What follows belongs to an exercise in optimizing a design on an open flow for small area; a production flow would make more cautious choices. Function was checked by simulation only, so behaviour that the tests miss may differ from the original. Power is estimated from default activity; no workload was simulated.

==> flow/design.v <==
`default_nettype none
module averaged_current_sense (
  input  wire logic        clk,
  input  wire logic        rst,
  input  wire logic        s_valid,
  output logic             s_ready,
  input  wire logic [1:0]  s_channel,
  input  wire logic        s_kind,
  input  wire logic [11:0] s_sample,
  output logic             r_valid,
  input  wire logic        r_ready,
  output logic [1:0]       r_channel,
  output logic             r_kind,
  output logic [11:0]      r_average,
  output logic [19:0]      r_current_ma,
  input  wire logic        cfg_we,
  input  wire logic [1:0]  cfg_index,
  input  wire logic [15:0] cfg_data
);
  localparam logic [2:0] ST_CLEAR = 3'd0;
  localparam logic [2:0] ST_IDLE  = 3'd1;
  localparam logic [2:0] ST_DIV   = 3'd2;
  localparam logic [2:0] ST_MUL0  = 3'd3;
  localparam logic [2:0] ST_MUL   = 3'd4;
  localparam logic [2:0] ST_OUT   = 3'd5;
  logic [10:0] meas_cnt;
  logic [10:0] cal_cnt;
  logic [11:0] deadband;
  logic [15:0] gain;
  logic [10:0] cnt_w;
  assign cnt_w[10]  = cfg_data[10];
  assign cnt_w[9:1] = cfg_data[9:1] & ~{9{cfg_data[10]}};
  assign cnt_w[0]   = !cfg_data[10] && (cfg_data[0] || cfg_data[9:1] == '0);
  logic [15:0] wdat_lo;    
  logic [15:0] wdat_hi;    
  logic [10:0] cwd_lo;
  logic [10:0] cwd_hi;
  logic [3:0]  cfg_ld;
  assign wdat_lo = cfg_data & ~{16{rst}};
  assign wdat_hi = cfg_data | {16{rst}};
  assign cwd_lo  = cnt_w & ~{11{rst}};
  assign cwd_hi  = cnt_w | {11{rst}};
  always_comb begin
    for (int i = 0; i < 4; i++) cfg_ld[i] = rst || (cfg_we && cfg_index == 2'(i));
  end
  always_ff @(posedge clk) begin
    if (cfg_ld[0]) meas_cnt <= {cwd_lo[10:7], cwd_hi[6], cwd_lo[5:0]};
    if (cfg_ld[1]) cal_cnt  <= {cwd_lo[10:8], cwd_hi[7:6], cwd_lo[5:4], cwd_hi[3], cwd_lo[2:0]};
    if (cfg_ld[2]) deadband <= {wdat_lo[11:8], wdat_hi[7], wdat_lo[6:5], wdat_hi[4],
                                wdat_lo[3], wdat_hi[2], wdat_lo[1], wdat_hi[0]};
    if (cfg_ld[3]) gain     <= {wdat_lo[15:13], wdat_hi[12], wdat_lo[11], wdat_hi[10],
                                wdat_lo[9:6], wdat_hi[5], wdat_lo[4:3], wdat_hi[2:1], wdat_lo[0]};
  end
  logic        ring_act  [4];
  logic        ring_kind [4];
  logic [9:0]  ring_len  [4];    
  logic [21:0] ring_sum  [4];
  logic [11:0] ring_off  [4];
  logic [1:0]  ph;
  logic [2:0]  state;
  logic [3:0]  cnt;
  logic [1:0]  rch;
  logic        rkind;
  logic        pass_r;
  logic [11:0] wq;     
  logic [9:0]  wr;     
  logic [9:0]  wd;     
  logic        clearing;
  logic        accept;
  logic        fresh;
  logic        clr;
  logic        at_head;
  logic        cal_wr;
  logic        idle_ld;
  assign clearing = (state == ST_CLEAR);
  assign s_ready  = (state == ST_IDLE) && (ph == s_channel);
  assign accept   = s_valid && s_ready;
  assign fresh    = !ring_act[3] || (ring_kind[3] != s_kind);
  assign clr      = (accept && fresh) || clearing || rst;
  assign at_head  = (ph == rch);
  assign cal_wr   = ((state == ST_MUL) && at_head && rkind) || clearing;
  assign idle_ld  = (state == ST_IDLE) || clearing || rst;
  logic [21:0] sum_a;
  logic [11:0] sum_b;
  logic [21:0] sum_next;
  logic [22:0] sc;
  assign sum_a = ring_sum[3] & ~{22{clr}};
  assign sum_b = s_sample & {12{accept}};
  assign sc[0] = 1'b0;
  for (genvar i = 0; i < 12; i++) begin : g_sum_lo
    assign sum_next[i] = sum_a[i] ^ sum_b[i] ^ sc[i];
    assign sc[i+1]     = (sum_a[i] & sum_b[i]) | (sc[i] & (sum_a[i] ^ sum_b[i]));
  end
  for (genvar i = 12; i < 22; i++) begin : g_sum_hi
    assign sum_next[i] = sum_a[i] ^ sc[i];
    assign sc[i+1]     = sum_a[i] & sc[i];
  end
  logic [9:0]  len_g;
  logic [10:0] len_next;
  logic [10:0] lc;
  assign len_g = ring_len[3] & ~{10{clr}};
  assign lc[0] = accept;
  for (genvar i = 0; i < 10; i++) begin : g_len
    assign len_next[i] = len_g[i] ^ lc[i];
    assign lc[i+1]     = len_g[i] & lc[i];
  end
  assign len_next[10] = lc[10];
  logic [10:0] tgt;
  logic [11:0] dc;
  logic        done;
  assign tgt   = s_kind ? cal_cnt : meas_cnt;
  assign dc[0] = 1'b1;
  for (genvar i = 0; i < 11; i++) begin : g_done
    assign dc[i+1] = (len_next[i] & ~tgt[i]) | (dc[i] & (len_next[i] | ~tgt[i]));
  end
  assign done = dc[11];
  always_ff @(posedge clk) begin
    for (int i = 1; i < 4; i++) begin
      ring_act[i]  <= ring_act[i-1];
      ring_kind[i] <= ring_kind[i-1];
      ring_len[i]  <= ring_len[i-1];
      ring_sum[i]  <= ring_sum[i-1];
      ring_off[i]  <= ring_off[i-1];
    end
    ring_act[0]  <= accept ? !done : (ring_act[3] && !clearing);
    ring_kind[0] <= accept ? s_kind : ring_kind[3];
    ring_len[0]  <= len_next[9:0];
    ring_sum[0]  <= sum_next;
    ring_off[0]  <= cal_wr ? wq : ring_off[3];
  end
  logic [10:0] trial;
  logic [10:0] diff;
  logic [11:0] vc;
  logic        fits;
  assign trial = {wr, wq[11]};
  assign vc[0] = 1'b0;
  for (genvar i = 0; i < 11; i++) begin : g_div
    logic nd;
    assign nd      = (i < 10) ? ~wd[i] : 1'b1;
    assign diff[i] = trial[i] ^ nd ^ vc[i];
    assign vc[i+1] = (trial[i] & nd) | (vc[i] & (trial[i] ^ nd));
  end
  assign fits = vc[11];
  logic [11:0] corr;
  logic [12:0] bc;
  logic        no_borrow;
  logic [12:0] gc;
  logic        pass;
  assign bc[0] = 1'b1;
  for (genvar i = 0; i < 12; i++) begin : g_corr
    assign corr[i]  = wq[i] ^ ~ring_off[3][i] ^ bc[i];
    assign bc[i+1]  = (wq[i] & ~ring_off[3][i]) | (bc[i] & (wq[i] ^ ~ring_off[3][i]));
  end
  assign no_borrow = bc[12];
  assign gc[0] = 1'b1;
  for (genvar i = 0; i < 12; i++) begin : g_db
    assign gc[i+1] = (corr[i] & ~deadband[i]) | (gc[i] & (corr[i] | ~deadband[i]));
  end
  assign pass = !rkind && no_borrow && gc[12];
  logic [11:0] acc_in;
  logic [11:0] addend;
  logic [12:0] tsum;
  logic [12:0] ac;
  assign acc_in = {wr, wd[9:8]} & ~{12{state == ST_MUL0}};
  assign addend = corr & {12{(state == ST_MUL) && pass_r && gain[cnt]}};
  assign ac[0] = 1'b0;
  for (genvar i = 0; i < 12; i++) begin : g_mul
    assign tsum[i] = acc_in[i] ^ addend[i] ^ ac[i];
    assign ac[i+1] = (acc_in[i] & addend[i]) | (ac[i] & (acc_in[i] ^ addend[i]));
  end
  assign tsum[12] = ac[12];
  always_ff @(posedge clk) begin
    if (rst) ph <= 2'd0;
    else     ph <= ph + 2'd1;
  end
  always_ff @(posedge clk) begin
    if (rst) begin
      state <= ST_CLEAR;
    end else begin
      case (state)
        ST_CLEAR: if (ph == 2'd3) state <= ST_IDLE;
        ST_IDLE:  if (accept && done) state <= ST_DIV;
        ST_DIV:   if (cnt == 4'd11) state <= ST_MUL0;
        ST_MUL0:  if (at_head) state <= ST_MUL;
        ST_MUL:   if (at_head && cnt == 4'd15) state <= ST_OUT;
        ST_OUT:   if (r_ready) state <= ST_IDLE;
        default:  state <= ST_CLEAR;
      endcase
    end
  end
  always_ff @(posedge clk) begin
    if (idle_ld) begin
      cnt   <= 4'd0;
      rch   <= ph;
      rkind <= s_kind;
      wq    <= sum_next[11:0];
      wr    <= sum_next[21:12];
      wd    <= len_g;
    end else if (state == ST_DIV) begin
      cnt <= (cnt == 4'd11) ? 4'd0 : cnt + 4'd1;
      wq  <= {wq[10:0], fits};
      wr  <= fits ? diff[9:0] : trial[9:0];
    end else if ((state == ST_MUL0 || state == ST_MUL) && at_head) begin
      if (state == ST_MUL) cnt <= cnt + 4'd1;
      pass_r <= pass;
      wr     <= tsum[12:3];
      wd     <= {tsum[2:0], wd[7:1]};
    end
  end
  assign r_valid      = (state == ST_OUT);
  assign r_channel    = rch;
  assign r_kind       = rkind;
  assign r_average    = wq;
  assign r_current_ma = {wr, wd};
endmodule
`default_nettype wire
export LEC_CHECK = 0
export CAP_MARGIN = 20
export CORE_MARGIN = 2
export CORE_UTILIZATION = 40
export SLEW_MARGIN = 20
create_clock -name core_clock -period 8.5 [get_ports {clk}]
standard.sh (not shown) runs the stock make flow with config.mk's settings and CLKGATE_MAP_FILE= SYNTH_SCRIPT=/design/flow/synth_recipe.tcl, a recipe that flattens the netlist after the stock synthesis.
==> flow/flow/run.sh <==
#!/bin/bash
# Standard layout (the standard.sh) with two changes passed to ORFS through
# the environment:
#  - the port buffers are sky130_fd_sc_hd__buf_1 instead of the resizer's pick
#  - clock tree synthesis clusters more flip-flops per leaf buffer
set -euo pipefail
export BUFFER_PORTS_ARGS="-buffer_cell sky130_fd_sc_hd__buf_1"
export CTS_ARGS="-sink_clustering_enable -repair_clock_nets -buf_list sky130_fd_sc_hd__clkbuf_16 -sink_clustering_size 28 -sink_clustering_max_diameter 60"
bash standard.sh > standard.log 2>&1
The baseline passed the timing, design-rule and antenna checks.
==> next run, changes <==
--- a/flow/flow/run.sh
+++ b/flow/flow/run.sh
@@ -7,3 +7,3 @@
 export BUFFER_PORTS_ARGS="-buffer_cell sky130_fd_sc_hd__buf_1"
-export CTS_ARGS="-sink_clustering_enable -repair_clock_nets -buf_list sky130_fd_sc_hd__clkbuf_16 -sink_clustering_size 28 -sink_clustering_max_diameter 60"
+export CTS_ARGS="-sink_clustering_enable -repair_clock_nets -buf_list sky130_fd_sc_hd__clkbuf_16 -sink_clustering_size 22 -sink_clustering_max_diameter 50"
 bash standard.sh > standard.log 2>&1
The changed run produced a clean layout.
Non-clock buffer count stays the same.
Worst setup slack improved by 0.027 ns.
Routed wire length is about the same.
Via count goes up by 1.2%.
Hold slack is about the same.
Utilization goes up by 0.39 points.
Power goes up by 3.1%.
Sequential share of layout area goes down by 0.46 points.
Area after synthesis stays the same.
Clock power goes up by about 7%.

## separate check: timing with driven ports
The results above use ideal ports. As a check the final layouts listed here were re-extracted and re-timed, cells and wires unchanged.
Step 1 (the two cells are an assumption about what drives the block):
set clk [get_ports {clk}]
set_driving_cell -lib_cell sky130_fd_sc_hd__clkbuf_16 $clk
set_driving_cell -lib_cell sky130_fd_sc_hd__buf_2 [delete_from_list [all_inputs] $clk]
Step 2 times the ports against the registers' clock, not the clock port: input delays grow and output delays shrink by t, the midpoint of the rising clock arrivals with the driver on.
Three values: ideal ports, drivers, drivers and shift; two values: the first two.
run | shift t [ns] | setup slack, ns | hold WS [ns] | worst setup path at the end
the first run | 0.564 | 0.285 / 0.312 / -0.252 | 0.314 / 0.314 / 0.314 | input to register
the second run | 0.571 | 0.312 / 0.339 / -0.232 | 0.316 / 0.316 / 0.316 | input to register
With both steps, setup timing fails in the first run and the second run, where it was met with ideal ports. For the second run, which loses most, drivers alone change the setup slack by +0.027 ns; drivers and shift together by -0.544 ns.
